Source: an optimization exercise on an open RTL-to-GDS flow (aim: small area, a short achievable clock period and few clock cycles). Production flows keep margins and buffers that such runs may drop.
Only simulation tests tie the RTL to the original design; equivalence was not proved.
Power and IR drop assume default switching activity.

alpha:
## stack_queue_engine_top
module stack_queue_engine_top (
  input  logic               clk,
  input  logic               rst_n,
  input  logic               in_valid,
  output logic               in_ready,
  input  sqe_pkg::in_item_t  in_data,
  output logic               out_valid,
  input  logic               out_ready,
  output sqe_pkg::out_item_t out_data,
  input  logic               cfg_we,
  input  logic               cfg_wdata
);
  localparam int RING = 63;
  function automatic logic [5:0] inc63(input logic [5:0] p);
    inc63 = (p == 6'd62) ? 6'd0 : p + 6'd1;
  endfunction
  function automatic logic [5:0] dec63(input logic [5:0] p);
    dec63 = (p == 6'd0) ? 6'd62 : p - 6'd1;
  endfunction
  logic        mode_r;
  logic        in_ready_r;
  logic [31:0] head_r;              
  logic [31:0] ring [RING];         
  logic [5:0]  rtop;                
  logic [5:0]  rtopm1;              
  logic [5:0]  rtail;               
  logic [5:0]  rp;                  
  logic [6:0]  count;
  logic        e0, e1, fl;          
  logic        dbusy;               
  logic [5:0]  dcnt;                
  logic        dlast;               
  logic        ov;
  logic [35:0] od;
  logic [2:0]  op;
  logic [31:0] val;
  logic        ex;
  assign op  = in_data.operation;
  assign val = in_data.push_value;
  assign ex  = in_valid && in_ready_r;    
  logic short;
  assign short = e0 || e1;
  logic is_push, is_pop, is_swap, is_peek, is_dump;
  assign is_push = (op == 3'd0);
  assign is_pop  = (op == 3'd1);
  assign is_swap = (op == 3'd2);
  assign is_peek = (op == 3'd3);
  assign is_dump = (op == 3'd4);
  logic push_ok, pop_ok, swap_ok, err;
  assign push_ok = ex && is_push && !fl;
  assign pop_ok  = ex && is_pop && !e0;
  assign swap_ok = ex && is_swap && !short;
  ...
For scale: ~2200 flip-flops, about 79 I/O pins.
Settings: LEC_CHECK=0, CAP_MARGIN=20, CORE_MARGIN=2, CORE_UTILIZATION=50, CTS_BUF_LIST=sky130_fd_sc_hd__clkbuf_16, CTS_CLUSTER_DIAMETER=100, CTS_CLUSTER_SIZE=20, SETUP_SLACK_MARGIN=3.7, SLEW_MARGIN=20; clock period 6.0 ns.
run.sh (not shown) runs the stock make flow with config.mk's settings and CLKGATE_MAP_FILE= SYNTH_SCRIPT=/design/flow/synth_recipe.tcl, a recipe that flattens the netlist after the stock synthesis.
Testbench counts of alpha, summed over its fixed seeds: cycles 37,882.
What beta does differently from alpha at the input level:
Settings: swapping 20 for 24 in CTS_CLUSTER_SIZE; swapping 20 for 10 in SLEW_MARGIN; putting TNS_END_PERCENT at 30 where nothing was set; swapping 3.7 for 3.5 in SETUP_SLACK_MARGIN; swapping 20 for 10 in CAP_MARGIN.
==> summary.txt <==
- Sort beta and alpha by fmax desc -> top: alpha
- On number of cells on the critical path, the higher figure sits with beta, not alpha.
- Compared beta vs alpha, and placer's final routability congestion estimate is up in beta.
Relative to beta, the following input files were edited for gamma:
Settings: TNS_END_PERCENT removed (was 30); CTS_CLUSTER_SIZE changed from 24 to 20; SLEW_MARGIN changed from 10 to 20; CORE_UTILIZATION changed from 50 to 60; CAP_MARGIN changed from 10 to 20.
## What came out
- beta closes out successfully: all stages finished, all timing, DRC and antenna checks passed.
- gamma was carried through to the last stage, and its layout satisfied the timing, design-rule and antenna checks.
- Sort beta and gamma by non-clock buffer count asc -> top: beta
- Compared with beta, gamma degrades power.
- Summary of gamma over beta: number of endpoints failing setup at the final stage level, global-route wire length before repair grew by about 3%, worst setup slack higher, clock latency reported for the late side of the worst-skew pair picked up an extra 20 ps.
- Going from beta to gamma, switching share of power saw little to no change, area taken by flip-flops and latches flat.

* * *

Setup of job 7898:
Starting RTL as in the previous note.
clock: 6.0 ns
lec_check: 0
cap_margin: 20
core_margin: 2
core_utilization: 50
cts_buf_list: sky130_fd_sc_hd__clkbuf_16
cts_cluster_diameter: 100
cts_cluster_size: 20
setup_slack_margin: 3.5
slew_margin: 20
Testbench counts of job 7898, summed over its fixed seeds: cycles 37,882.
diff inputs: job 7898 => job 548
Settings: CTS_CLUSTER_SIZE changed from 20 to 24; SLEW_MARGIN changed from 20 to 10; CAP_MARGIN changed from 20 to 10.
Findings:
- Compare job 548 and job 7898 | area share of buffers outside the clock network higher: job 7898
- Changes observed in job 548 relative to job 7898: number of antenna violations at the first check in global routing now sits higher; global-route usage now sits at about the same level; fraction of final layout cells sized beyond drive strength 1 now sits lower.
- On job 548: multi-input gate share of total cell area is 0.19 points higher than what job 7898 gave.
- Job 7898 → job 548: first-pass GRT wire length level; via count of the first global-routing pass level; setup slack moved down.
#### Input delta (job 9749 over job 548)
Settings: TNS_END_PERCENT: unset -> 10.
==> comparison <==
Job 9749 vs job 548, utilization went down by 0.51 points.
Clock period minus final worst setup slack: job 9749 > job 548
There was hardly any difference in sum of internal, switching and leakage power between job 9749 and job 548.
Job 9749 ended up with sky130_fd_sc_hd__nor2_4 as its slowest library cell on the worst path; job 548 ended up with sky130_fd_sc_hd__edfxtp_1.

static timing again, ports no longer ideal:
In the flow no input, the clock included, has a driving cell. The finished layouts below were timed again as built, in two steps. Step 1 sets driving cells, clkbuf_16 on the clock port and buf_2 on the other inputs (assumed; they add their load-dependent delay and slew). Step 2 adds t to the input delays and takes it off the output delays; t is the mean of the earliest and latest rising clock arrival at the registers after step 1. Input paths then give back, and output paths get back, about the clock's delay inside the block. Three values: ideal, step 1, step 2; two values: the first two.
run | t (ns) | setup slack, ns | worst setup path after step 2 | clock arrival spread, ns | pins driven straight from the clock port
alpha | 0.881 | 3.211 / 3.126 / 2.638 | input to register | 0.050 / 0.050 | 1
beta | 0.857 | 2.892 / 2.892 / 2.569 | input to register | 0.055 / 0.055 | 1
gamma | 0.863 | 3.087 / 3.006 / 2.653 | input to register | 0.029 / 0.029 | 1
job 7898 | 0.863 | 3.185 / 3.104 / 2.629 | input to register | 0.059 / 0.059 | 1
job 548 | 0.859 | 3.178 / 3.096 / 2.645 | input to register | 0.049 / 0.049 | 1
job 9749 | 0.845 | 2.736 / 2.736 / 2.457 | input to register | 0.051 / 0.051 | 1
After both steps setup and hold are still met in every run listed. For alpha, which loses most, drivers alone change the setup slack by -0.085 ns; drivers and shift together by -0.573 ns.
